This is an optimization exercise on Yosys and OpenROAD, whose aim is small area and a short achievable clock period, not a production implementation.
The RTL was checked by simulation tests, not by an equivalence proof against the original design.

==> inputs of run Y <==
Design data_mem_ctrl, start of the top module:
module data_mem_ctrl #(
    parameter int unsigned LATENCY = 4,
    parameter int unsigned AW      = 8
) (
    input  logic        clk,
    input  logic        rst,
    input  logic        MemRead,
    input  logic        MemWrite,
    input  logic [15:0] addr,
    input  logic [15:0] wdata,
    output logic [15:0] rdata,
    output logic        stall,
    output logic        done,
    output logic        err
);
==> module data_mem_ctrl, before the edit <==
module data_mem_ctrl #(
    parameter int unsigned LATENCY = 4,
    parameter int unsigned AW      = 8
) (
    input  logic        clk,
    input  logic        rst,
    input  logic        MemRead,
    input  logic        MemWrite,
    input  logic [15:0] addr,
    input  logic [15:0] wdata,
    output logic [15:0] rdata,
    output logic        stall,
    output logic        done,
    output logic        err
);
    localparam int unsigned NR = 64;   
    logic c1, c2, c3;       
    logic busy;             
    logic one_req, both_req, idle, accept;
    assign one_req  = MemRead ^ MemWrite;
    assign both_req = MemRead & MemWrite;
    assign idle     = ~(busy | done);
    assign accept   = idle & one_req;
    assign stall    = busy | (~done & one_req);
    always_ff @(posedge clk or posedge rst) begin
        if (rst) begin
            c1   <= 1'b0;
            c2   <= 1'b0;
            c3   <= 1'b0;
            busy <= 1'b0;
            done <= 1'b0;
            err  <= 1'b0;
        end else begin
            c1   <= accept;
            c2   <= c1;
            c3   <= c2;
            busy <= accept | c1 | c2;
            done <= c3;
            err  <= idle & both_req;
        end
    end
    logic [1:0] ph;
    always_ff @(posedge clk) ph <= ph + 2'd1;
    logic        pv;        
    logic        wgo;       
    logic [7:0]  pidx;
    logic [15:0] pdata;
    logic [7:0]  ghi;       
    logic [7:0]  plo;       
    logic        commit, go_c, go_p;
    assign commit = c3 & MemWrite;
    assign go_c   = (addr[2:1] + ph) == 2'd2;
    assign go_p   = pv & ~wgo & ((pidx[1:0] + ph) == 2'd2);
    always_ff @(posedge clk) begin
        if (commit) begin
            pv    <= 1'b1;
            pidx  <= addr[8:1];
            pdata <= wdata;
            plo   <= 8'd1 << addr[5:3];
            wgo   <= go_c;
            ghi   <= go_c ? (8'd1 << addr[8:6]) : 8'd0;
        end else begin
            if (wgo) pv <= 1'b0;
            wgo <= go_p;
            ghi <= go_p ? (8'd1 << pidx[7:5]) : 8'd0;
        end
    end
    logic [15:0] m0 [NR];
    logic [15:0] m1 [NR];
    logic [15:0] m2 [NR];
    logic [15:0] m3 [NR];
    for (genvar r = 0; r < NR; r++) begin : g_ring
        logic wr;
        assign wr = ghi[r/8] & plo[r%8];
        always_ff @(posedge clk) begin
            m0[r] <= wr ? pdata : m3[r];
            m1[r] <= m0[r];
            m2[r] <= m1[r];
            m3[r] <= m2[r];
        end
    end
    logic cap, fwd;
    assign cap = ~done & MemRead & ~MemWrite & ((addr[2:1] + ph) == 2'd2);
    assign fwd = pv & (pidx == addr[8:1]);
    always_ff @(posedge clk) begin
        if (cap) rdata <= fwd ? pdata : m2[addr[8:3]];
    end
endmodule
==> flow/config.mk <==
export PLATFORM = sky130hd
export DESIGN_NAME = data_mem_ctrl
export DESIGN_NICKNAME = data_mem_ctrl
export VERILOG_FILES = /design/flow/design.v
export SDC_FILE = /design/flow/constraint.sdc
export NUM_CORES = 4
export LEC_CHECK = 0
export CAP_MARGIN = 20
export CORE_MARGIN = 2
export CORE_UTILIZATION = 55
export CTS_CLUSTER_DIAMETER = 60
export CTS_CLUSTER_SIZE = 30
export SETUP_SLACK_MARGIN = 1.5
export SLEW_MARGIN = 20
==> flow/constraint.sdc <==
create_clock -name core_clock -period 4.5 [get_ports {clk}]
set_input_delay 0.9000 -clock core_clock [delete_from_list [all_inputs] [get_ports {clk}]]
set_output_delay 0.9000 -clock core_clock [all_outputs]
set_load 0.01 [all_outputs]
run.sh (not shown) runs the stock make flow with config.mk's settings and CLKGATE_MAP_FILE= SYNTH_SCRIPT=/design/flow/synth_recipe.tcl, a recipe that flattens the netlist after the stock synthesis.
==> run R: changes against run Y <==
==> flow/design.v (replaced) <==
module data_mem_ctrl #(
    parameter int unsigned LATENCY = 4,
    parameter int unsigned AW      = 8
) (
    input  logic        clk,
    input  logic        rst,
    input  logic        MemRead,
    input  logic        MemWrite,
    input  logic [15:0] addr,
    input  logic [15:0] wdata,
    output logic [15:0] rdata,
    output logic        stall,
    output logic        done,
    output logic        err
);
    localparam int unsigned NR = 64;   
    logic c1, c2, c3;       
    logic busy;             
    logic one_req, idle, accept, err_nxt;
    assign one_req  = MemRead ? ~MemWrite : MemWrite;
    assign idle     = ~(busy | done);
    assign accept   = idle & one_req;
    assign stall    = MemRead ? (busy | (~done & ~MemWrite)) : (busy | (~done & MemWrite));
    assign err_nxt  = (idle & MemRead) & MemWrite;
    always_ff @(posedge clk or posedge rst) begin
        if (rst) begin
            c1   <= 1'b0;
            c2   <= 1'b0;
            c3   <= 1'b0;
            busy <= 1'b0;
            done <= 1'b0;
            err  <= 1'b0;
        end else begin
            c1   <= accept;
            c2   <= c1;
            c3   <= c2;
            busy <= accept | c1 | c2;
            done <= c3;
            err  <= err_nxt;
        end
    end
    logic [1:0] ph;
    always_ff @(posedge clk) ph <= ph + 2'd1;
    logic        pv;        
    logic        wgo;       
    logic        wgo2;      
    logic [7:0]  pidx;
    logic [15:0] pdn;       
    logic [7:0]  ghi;       
    logic [7:0]  ghi2;      
    logic [7:0]  plo;       
    logic        commit, go_c, go_p;
    assign commit = c3 & MemWrite;
    assign go_c   = (addr[2:1] + ph) == 2'd2;
    assign go_p   = pv & ~wgo & ~wgo2 & ((pidx[1:0] + ph) == 2'd2);
    always_ff @(posedge clk) begin
        if (commit) begin
            pv    <= 1'b1;
            pidx  <= addr[8:1];
            pdn   <= ~wdata;
            wgo   <= go_c;
            ghi   <= go_c ? (8'd1 << addr[8:6]) : 8'd0;
        end else begin
            if (wgo2) pv <= 1'b0;
            wgo <= go_p;
            ghi <= go_p ? (8'd1 << pidx[7:5]) : 8'd0;
        end
        wgo2 <= wgo;
        ghi2 <= ghi;
        plo <= 8'd1 << (commit ? addr[5:3] : pidx[4:2]);
    end
    logic [15:0] m0 [NR];
    logic [15:0] m1 [NR];
    logic [15:0] m2 [NR];
    logic [15:0] m3 [NR];
    for (genvar r = 0; r < NR; r++) begin : g_ring
        logic clr, set;
        assign clr = ghi[r/8] & plo[r%8];
        assign set = ghi2[r/8] & plo[r%8];
        always_ff @(posedge clk) begin
            m0[r] <= ~(m3[r] | {16{clr}});
            m1[r] <= ~(({16{set}} & pdn) | m0[r]);
            m2[r] <= m1[r];
            m3[r] <= m2[r];
        end
    end
    logic        cap, fwd, take;
    logic [7:0]  s_hi, s_lo;
    logic [15:0] nxt;
    logic [3:0] rhit;
    always_ff @(posedge clk) rhit <= 4'd1 << (2'd1 - ph);
    assign cap  = ~done & MemRead & ~MemWrite & rhit[addr[2:1]];
    assign fwd  = pv & (pidx == addr[8:1]);
    assign take = cap & ~fwd;
    assign s_hi = take ? (8'd1 << addr[8:6]) : 8'd0;
    assign s_lo = 8'd1 << addr[5:3];
    always_comb begin
        logic [15:0] grp;
        nxt = (~pdn & {16{cap & fwd}}) | (rdata & {16{~cap}});
        for (int g = 0; g < 8; g++) begin
            grp = '0;
            for (int l = 0; l < 8; l++) grp = grp | (m2[8*g+l] & {16{s_lo[l]}});
            nxt = nxt | (grp & {16{s_hi[g]}});
        end
    end
    always_ff @(posedge clk) rdata <= nxt;
endmodule
==> flow/flow/run.sh (new file) <==
#!/bin/bash
# Layout flow: the standard layout (standard.sh, whole, from synthesis to
# finish) with two ORFS settings added to the standard flow's config.mk:
#  - sky130_fd_sc_hd__a222oi_1 is not used: it has a single drive strength, so
#    the resizer cannot strengthen it where it drives a long wire;
#  - clock tree synthesis inserts no dummy loads (same clustering otherwise).
# make's output goes to flow_make.log; ORFS keeps each step's log under
# orfs/logs/.
set -euo pipefail
W=$(cd "$(dirname "${BASH_SOURCE[0]}")/.." && pwd)
cd "$W"
cp config.mk own_config.mk
cat >> own_config.mk <<'EOC'
export DONT_USE_CELLS += sky130_fd_sc_hd__a222oi_1
export CTS_ARGS = -sink_clustering_enable -repair_clock_nets -sink_clustering_size 30 -sink_clustering_max_diameter 60 -dont_use_dummy_load
EOC
sed "s#DESIGN_CONFIG=[^ ]*#DESIGN_CONFIG=$W/own_config.mk#" standard.sh > own_standard.sh
bash own_standard.sh > flow_make.log 2>&1
==> flow/standard.sh (new file) <==
#!/bin/bash
# synth_recipe.tcl (not shown) runs the flow's synth.tcl, then flattens the netlist and writes it again
# the make line also repeats each setting of config.mk as NAME=value (left out here)
make -C /OpenROAD-flow-scripts/flow DESIGN_CONFIG=/design/flow/config.mk WORK_HOME=/design/flow/orfs CLKGATE_MAP_FILE= SYNTH_SCRIPT=/design/flow/synth_recipe.tcl "${@:-finish}"
Settings changed: CORE_UTILIZATION 55 to 70, SETUP_SLACK_MARGIN 1.5 to 2.4.
removed: flow/run.sh
==> run F: changes against run Y <==
Settings changed: CORE_UTILIZATION 55 to 60, SETUP_SLACK_MARGIN 1.5 to 2.3.
==> impl_metrics.py <==
metrics = {
    "power_and_ir_drop": {
        "clkPwrFrac": 0.290,
        "leakage_nw": 46.3,
    },
    "logic_synthesis": {
        "synth_top_cell_area_share": 0.794,
        "async_flop_share": 0.00144,
    },
    "sta": {
        "period_needed_ns": 2.49,
        "tightest_slew_ns": 1.16,
    },
    "cells_and_area": {
        "buffers": 315,
        "mostFrequentLayoutCells": "dfxtp_1, a21oi_1, nor2_1",
        "final_util": 0.770,
        "multi_input_area_sq_um": 19700,
        "nFillCells": 9082,
    },
    "clock_network": {
        "cts_setup_buffers": 77,
    },
    "placed_design": {
        "place_hpwl_mm": 156,
    },
    "routing": {
        "drt_iter0_drc": 4839,
    },
    "die": {
        "tapCellCount": 1930,
    },
    "status": {
        "outcome": "complete, no violations",
    },
    "grt": {
        "grt_first_pass_wirelength_mm": 381,
    },
}
Source of the figures above: run R

==> impl_metrics.py <==
metrics = {
    "cells_and_area": {
        "nFillCells": 13951,
        "final_util": 0.619,
        "mostFrequentLayoutCells": "dfxtp_1, mux2_2, buf_4",
    },
    "routing": {
        "drt_iter0_drc": 5039,
    },
    "sta": {
        "finalMaxSlewViolations": 0,
        "tightest_slew_ns": 1.20,
    },
    "power_and_ir_drop": {
        "clkPwrFrac": 0.325,
        "leakage_nw": 47.4,
    },
    "logic_synthesis": {
        "synth_top_cell_area_share": 0.792,
        "async_flop_share": 0.00144,
    },
    "grt": {
        "grt_first_pass_wirelength_mm": 406,
    },
    "status": {
        "outcome": "complete, no violations",
    },
    "clock_network": {
        "cts_setup_buffers": 7,
    },
    "placed_design": {
        "place_hpwl_mm": 191,
    },
}
Source of the figures above: run Y

==> impl_metrics.py <==
metrics = {
    "status": {
        "outcome": "complete, no violations",
    },
    "cells_and_area": {
        "final_util": 0.693,
        "multi_input_area_sq_um": 20600,
        "mostFrequentLayoutCells": "dfxtp_1, mux2_2, buf_4",
    },
    "power_and_ir_drop": {
        "leakage_nw": 48.7,
        "clkPwrFrac": 0.316,
    },
    "placed_design": {
        "place_hpwl_mm": 192,
    },
    "clock_network": {
        "cts_setup_buffers": 121,
    },
    "logic_synthesis": {
        "synth_top_cell_area_share": 0.792,
    },
    "die": {
        "tapCellCount": 2310,
    },
    "sta": {
        "fin_hold_ws_ns": 0.269,
    },
    "setup_path": {
        "critPathMaxFanout": 7,
        "critPathLaunchType": "input pin",
    },
    "grt": {
        "grt_first_pass_wirelength_mm": 410,
    },
}
Source of the figures above: run F

## port drivers added, routing unchanged
How much do the figures lean on ideal ports? The routed layouts below were timed once more, with nothing changed but the port constraints.
Step 1 assumes that a clkbuf_16 drives the clock port and a buf_2 every other input.
Step 2 moves the port delays by t, midway between the first and last clock arrival at a register: inputs arrive t later, outputs are due t later. That takes back most of the time a late clock gives input paths.
a / b / c = no drivers / after step 1 / after step 2; a / b = the first two.
run	t, ns	slack for setup (ns)	latest minus earliest clock arrival (ns)	slew at the worst register clock pin (ns)
run Y	0.959	1.362 / 1.356 / 0.397	0.064 / 0.064	0.11 / 0.11
run R	0.885	2.007 / 1.743 / 0.858	0.077 / 0.077	0.11 / 0.11
run F	0.953	1.620 / 1.472 / 0.519	0.035 / 0.035	0.11 / 0.11
After both steps every run listed still meets setup and hold. For run R, which loses most, drivers alone change the setup slack by -0.264 ns; drivers and shift together by -1.149 ns.
